Context: an optimization exercise on an open-source flow, tuned for small area. The choices shown serve that exercise and are no tape-out recipe. In this exercise RTL edits were held to simulation tests only and were not proved equivalent to the original.

Setup of job 8384:
==> flow/design.v (excerpt) <==
module axis_xgmii_tx (
    input  logic        clk,
    input  logic        rst,
    input  logic [63:0] tdata_i,
    input  logic [7:0]  tkeep_i,
    input  logic        tvalid_i,
    input  logic        tlast_i,
    input  logic        tuser_i,
    output logic        tready_o,
    output logic [63:0] xgmii_d_o,
    output logic [7:0]  xgmii_c_o
);
Size: about 1200 cells after synthesis, about 170 flip-flops.
==> flow/config.mk <==
export PLATFORM = sky130hd
export DESIGN_NAME = axis_xgmii_tx
export DESIGN_NICKNAME = axis_xgmii_tx
export VERILOG_FILES = /design/flow/design.v
export SDC_FILE = /design/flow/constraint.sdc
export NUM_CORES = 4
export LEC_CHECK = 0
export CAP_MARGIN = 20
export CORE_MARGIN = 2
export CORE_UTILIZATION = 60
export CTS_BUF_LIST = sky130_fd_sc_hd__clkbuf_8
export GPL_TIMING_DRIVEN = 0
export SETUP_SLACK_MARGIN = 0.05
export SLEW_MARGIN = 20
export SYNTH_HIERARCHICAL = 1
==> flow/constraint.sdc <==
create_clock -name core_clock -period 9.0 [get_ports {clk}]
set_input_delay 1.8000 -clock core_clock [delete_from_list [all_inputs] [get_ports {clk}]]
set_output_delay 1.8000 -clock core_clock [all_outputs]
set_load 0.01 [all_outputs]
standard.sh (not shown) runs the stock make flow with config.mk's settings and CLKGATE_MAP_FILE= SYNTH_SCRIPT=/design/flow/synth_recipe.tcl, a recipe that flattens the netlist after the stock synthesis.
==> flow/flow/run.sh <==
#!/bin/bash
# Layout: the standard flow (standard synthesis unchanged), with the port buffers made of
# the smallest plain buffer and downsizing where slack allows.
set -euo pipefail
export BUFFER_PORTS_ARGS="-buffer_cell sky130_fd_sc_hd__buf_1"
export RECOVER_POWER=100
bash standard.sh > standard_flow.log 2>&1
Per the final summary, job 8384 finished and its layout is clean on timing, DRC and antenna.
Modified inputs, job 6234 compared to job 8384
==> flow/flow/run.sh <==
#!/bin/bash
# Layout: the standard flow (standard synthesis unchanged), with the input and
# output port buffers made of the smallest plain buffer cell.
set -euo pipefail
export BUFFER_PORTS_ARGS="-buffer_cell sky130_fd_sc_hd__buf_1"
bash standard.sh > standard_flow.log 2>&1
diff --git a/flow/config.mk b/flow/config.mk
--- a/flow/config.mk
+++ b/flow/config.mk
@@ -10 +10 @@
-export CORE_UTILIZATION = 60
+export CORE_UTILIZATION = 50
@@ -13 +13 @@
-export SETUP_SLACK_MARGIN = 0.05
+export SETUP_SLACK_MARGIN = 0.1
--- outcome ---
- Between job 6234 and job 8384, the difference in achievable frequency is negligible.
- Summary: with job 8384 as the reference, via total after detailed routing in job 6234 moved down by a few percent.
- Die area was higher in the run labelled job 6234.
- On job 6234: die boundary width is 9.3% higher than what job 8384 gave.
> inputs changed (job 6234 -> job 2604)
==> flow/flow/run.sh <==
#!/bin/bash
# Layout: the standard flow (standard synthesis unchanged), with the port buffers made of
# the smallest plain buffer and downsizing where slack allows.
set -euo pipefail
export BUFFER_PORTS_ARGS="-buffer_cell sky130_fd_sc_hd__buf_1"
export RECOVER_POWER=100
bash standard.sh > standard_flow.log 2>&1
diff --git a/flow/config.mk b/flow/config.mk
--- a/flow/config.mk
+++ b/flow/config.mk
@@ -10 +10 @@
-export CORE_UTILIZATION = 50
+export CORE_UTILIZATION = 40
@@ -13 +13 @@
-export SETUP_SLACK_MARGIN = 0.1
+export SETUP_SLACK_MARGIN = 0.05
[summary]
- In the metrics for job 6234 and job 2604, the one carrying the lower final cell count is job 6234.
- Job 2604 vs. job 6234: later-pin clock latency in the skew report went up by 0.04 ns.
- Nothing crashed in job 2604 and all stages finished; the problem is that the final layout failed, the offending checks being max-capacitance violations, max-slew violations.
- The shortest period the worst path allows of job 2604 falls short of that of job 6234 by 0.12 ns.
diff inputs: job 2604 => job 1637
==> flow/flow/run.sh <==
#!/bin/bash
# Layout: the standard flow (standard synthesis unchanged), with the input and
# output port buffers made of the smallest plain buffer cell.
set -euo pipefail
export BUFFER_PORTS_ARGS="-buffer_cell sky130_fd_sc_hd__buf_1"
bash standard.sh > standard_flow.log 2>&1
diff --git a/flow/config.mk b/flow/config.mk
--- a/flow/config.mk
+++ b/flow/config.mk
@@ -10 +10 @@
-export CORE_UTILIZATION = 40
+export CORE_UTILIZATION = 55
@@ -12 +12 @@
-export GPL_TIMING_DRIVEN = 0
+export GPL_TIMING_DRIVEN = 1
### Flow results
- Having completed the whole flow, job 1637 delivered a layout that passed the timing, design-rule and antenna checks.
- Multi-input gate share of total cell area (higher): job 2604
- Max hold slack across job 1637 and job 2604: job 1637
- Job 1637: full die area 27% below job 2604
- On job 1637: register share of the cell area is 1.1 points higher than what job 2604 gave.
- Job 2604 leaves less setup margin than job 1637.
- Job 1637 vs. job 2604: met3 routing resource usage after global routing decreased by 0.46 points relative to the old numbers, total routed wirelength decreased by 3.0% relative to the old numbers, setup slack of the most critical reg-to-reg path increased by 0.10 ns relative to the old numbers, final estimated routing congestion in global placement increased by 4.4% relative to the old numbers.

---

Starting RTL as in the previous note.
Design axis_xgmii_tx, start of the top module:
module axis_xgmii_tx (
    input  logic        clk,
    input  logic        rst,
    input  logic [63:0] tdata_i,
    input  logic [7:0]  tkeep_i,
    input  logic        tvalid_i,
    input  logic        tlast_i,
    input  logic        tuser_i,
    output logic        tready_o,
    output logic [63:0] xgmii_d_o,
    output logic [7:0]  xgmii_c_o
);
Settings: LEC_CHECK=0, CAP_MARGIN=20, CORE_MARGIN=2, CORE_UTILIZATION=68, CTS_BUF_LIST=sky130_fd_sc_hd__clkbuf_8, GPL_TIMING_DRIVEN=1, SETUP_SLACK_MARGIN=0.05, SLEW_MARGIN=20, SYNTH_HIERARCHICAL=1; clock period 9.0 ns.
==> flow/flow/run.sh <==
#!/bin/bash
# Layout: the standard flow (standard synthesis unchanged), with the input and
# output port buffers made of the smallest plain buffer cell.
set -euo pipefail
export BUFFER_PORTS_ARGS="-buffer_cell sky130_fd_sc_hd__buf_1"
bash standard.sh > standard_flow.log 2>&1
The starting point produced a clean layout.
Edit:
--- a/flow/config.mk
+++ b/flow/config.mk
@@ -8,4 +8,6 @@
 export CAP_MARGIN = 20
+export CELL_PAD_IN_SITES_DETAIL_PLACEMENT = 0
+export CELL_PAD_IN_SITES_GLOBAL_PLACEMENT = 0
 export CORE_MARGIN = 2
-export CORE_UTILIZATION = 68
+export CORE_UTILIZATION = 55
 export CTS_BUF_LIST = sky130_fd_sc_hd__clkbuf_8
=>
- design area stays flat
- first-iteration DRC count fell by 13%
- via count fell by 3.9%
- setup slack improved by 100 ps
- routed wire length rose by about 2.3%
- clock skew hardly moves
- area after synthesis does not change
Edit:
--- a/flow/config.mk
+++ b/flow/config.mk
@@ -8,8 +8,6 @@
 export CAP_MARGIN = 20
-export CELL_PAD_IN_SITES_DETAIL_PLACEMENT = 0
-export CELL_PAD_IN_SITES_GLOBAL_PLACEMENT = 0
 export CORE_MARGIN = 2
-export CORE_UTILIZATION = 55
+export CORE_UTILIZATION = 40
 export CTS_BUF_LIST = sky130_fd_sc_hd__clkbuf_8
-export GPL_TIMING_DRIVEN = 1
+export GPL_TIMING_DRIVEN = 0
 export SETUP_SLACK_MARGIN = 0.05
Result: Routed wire length goes up by a few percent. Final cell count went up by a few percent. Area after synthesis is unchanged. Fmax went down slightly. Worst setup slack is worse by 79 ps. Final area rose by a few percent. Clock-buffer cell count is higher by 2. Clock skew came out higher by 11 ps.
Edit:
==> flow/flow/run.sh (replaced) <==
#!/bin/bash
# Layout: the standard flow (standard synthesis unchanged), with the input and
# output port buffers made of the smallest plain buffer cell, and timing-driven global
# placement keeping only the resizer changes made once the placement has spread out.
set -euo pipefail
export BUFFER_PORTS_ARGS="-buffer_cell sky130_fd_sc_hd__buf_1"
export GPL_KEEP_OVERFLOW=0
bash standard.sh > standard_flow.log 2>&1
--- a/flow/config.mk
+++ b/flow/config.mk
@@ -9,5 +9,5 @@
 export CORE_MARGIN = 2
-export CORE_UTILIZATION = 40
+export CORE_UTILIZATION = 55
 export CTS_BUF_LIST = sky130_fd_sc_hd__clkbuf_8
-export GPL_TIMING_DRIVEN = 0
+export GPL_TIMING_DRIVEN = 1
 export SETUP_SLACK_MARGIN = 0.05
Clock skew goes down by 11 ps.
Via count goes up by 0.65%.
Setup slack got worse by 72 ps.
Final cell count goes down by 6.6%.
Routed wire length goes down by 5.4%.
Final area goes down by 2.3%.
Die area goes down by 27%.

---

the previous run:
axis_xgmii_tx again, from the RTL that the note above started with.
==> flow/design.v (excerpt) <==
module axis_xgmii_tx (
    input  logic        clk,
    input  logic        rst,
    input  logic [63:0] tdata_i,
    input  logic [7:0]  tkeep_i,
    input  logic        tvalid_i,
    input  logic        tlast_i,
    input  logic        tuser_i,
    output logic        tready_o,
    output logic [63:0] xgmii_d_o,
    output logic [7:0]  xgmii_c_o
);
clock: 9.0 ns
lec_check: 0
cap_margin: 20
cell_pad_in_sites_detail_placement: 0
cell_pad_in_sites_global_placement: 0
core_margin: 2
core_utilization: 55
cts_buf_list: sky130_fd_sc_hd__clkbuf_8
gpl_timing_driven: 1
place_density: 0.75
setup_slack_margin: 0.05
slew_margin: 20
synth_hierarchical: 1
==> flow/flow/run.sh <==
#!/bin/bash
# Layout: the standard flow (standard synthesis unchanged), with the input and
# output port buffers made of the smallest plain buffer cell.
set -euo pipefail
export BUFFER_PORTS_ARGS="-buffer_cell sky130_fd_sc_hd__buf_1"
bash standard.sh > standard_flow.log 2>&1
diff inputs: the previous run => the current run
# the previous run
export LEC_CHECK = 0
export CAP_MARGIN = 20
export CELL_PAD_IN_SITES_DETAIL_PLACEMENT = 0
export CELL_PAD_IN_SITES_GLOBAL_PLACEMENT = 0
export CORE_MARGIN = 2
export CORE_UTILIZATION = 55
export CTS_BUF_LIST = sky130_fd_sc_hd__clkbuf_8
export GPL_TIMING_DRIVEN = 1
export PLACE_DENSITY = 0.75
export SETUP_SLACK_MARGIN = 0.05
export SLEW_MARGIN = 20
export SYNTH_HIERARCHICAL = 1
create_clock -name core_clock -period 9.0 [get_ports {clk}]
# the current run
export LEC_CHECK = 0
export CAP_MARGIN = 20
export CORE_MARGIN = 2
export CORE_UTILIZATION = 40
export CTS_BUF_LIST = sky130_fd_sc_hd__clkbuf_8
export GPL_TIMING_DRIVEN = 1
export SETUP_SLACK_MARGIN = 0.05
export SLEW_MARGIN = 20
export SYNTH_HIERARCHICAL = 1
create_clock -name core_clock -period 9.0 [get_ports {clk}]
Results
The highest attainable clock frequency of the current run and that of the previous run are within noise of each other. Per the comparison of the current run with the previous run, cell area climbed about 2%, clock-cell share of area barely changed, filler cell count in the final layout climbed 1,140. [compare] base=the previous run new=the current run: antenna diode count decreased by 1 relative to the old numbers. Taking the previous run as the reference, in the current run share of the clock period used by the worst path flat; final weighted congestion in routability-driven placement up 1.3%.

==> port drivers added, routing unchanged <==
The flow's constraints put no driver on any port. The routed layouts listed below were extracted and timed again, unchanged, in two steps.
Step 1, drivers: a clkbuf_16 drives clk and a buf_2 each remaining input, both assumed.
Step 2 moves the port delays by t, midway between the first and last clock arrival at a register: inputs arrive t later, outputs are due t later. That takes back most of the time a late clock gives input paths.
Three values: ideal, step 1, step 2; two values: the first two.
run | shift t [ns] | slack for setup (ns) | worst register clock-pin slew, ns | cell pins on the clock port's net
job 8384 | 0.522 | 0.193 / 0.193 / 0.193 | 0.12 / 0.12 | 1
job 6234 | 0.508 | 0.201 / 0.201 / 0.201 | 0.11 / 0.11 | 1
job 2604 | 0.548 | 0.324 / 0.324 / 0.324 | 0.11 / 0.11 | 1
job 1637 | 0.518 | 0.427 / 0.427 / 0.427 | 0.11 / 0.11 | 1
the first run of note 2 | 0.520 | 0.325 / 0.325 / 0.325 | 0.11 / 0.11 | 1
the second run of note 2 | 0.518 | 0.427 / 0.427 / 0.427 | 0.11 / 0.11 | 1
the third run of note 2 | 0.549 | 0.348 / 0.348 / 0.348 | 0.11 / 0.11 | 1
the fourth run of note 2 | 0.526 | 0.276 / 0.276 / 0.276 | 0.11 / 0.11 | 1
the previous run | 0.518 | 0.420 / 0.420 / 0.420 | 0.12 / 0.12 | 1
the current run | 0.538 | 0.422 / 0.422 / 0.422 | 0.12 / 0.12 | 1
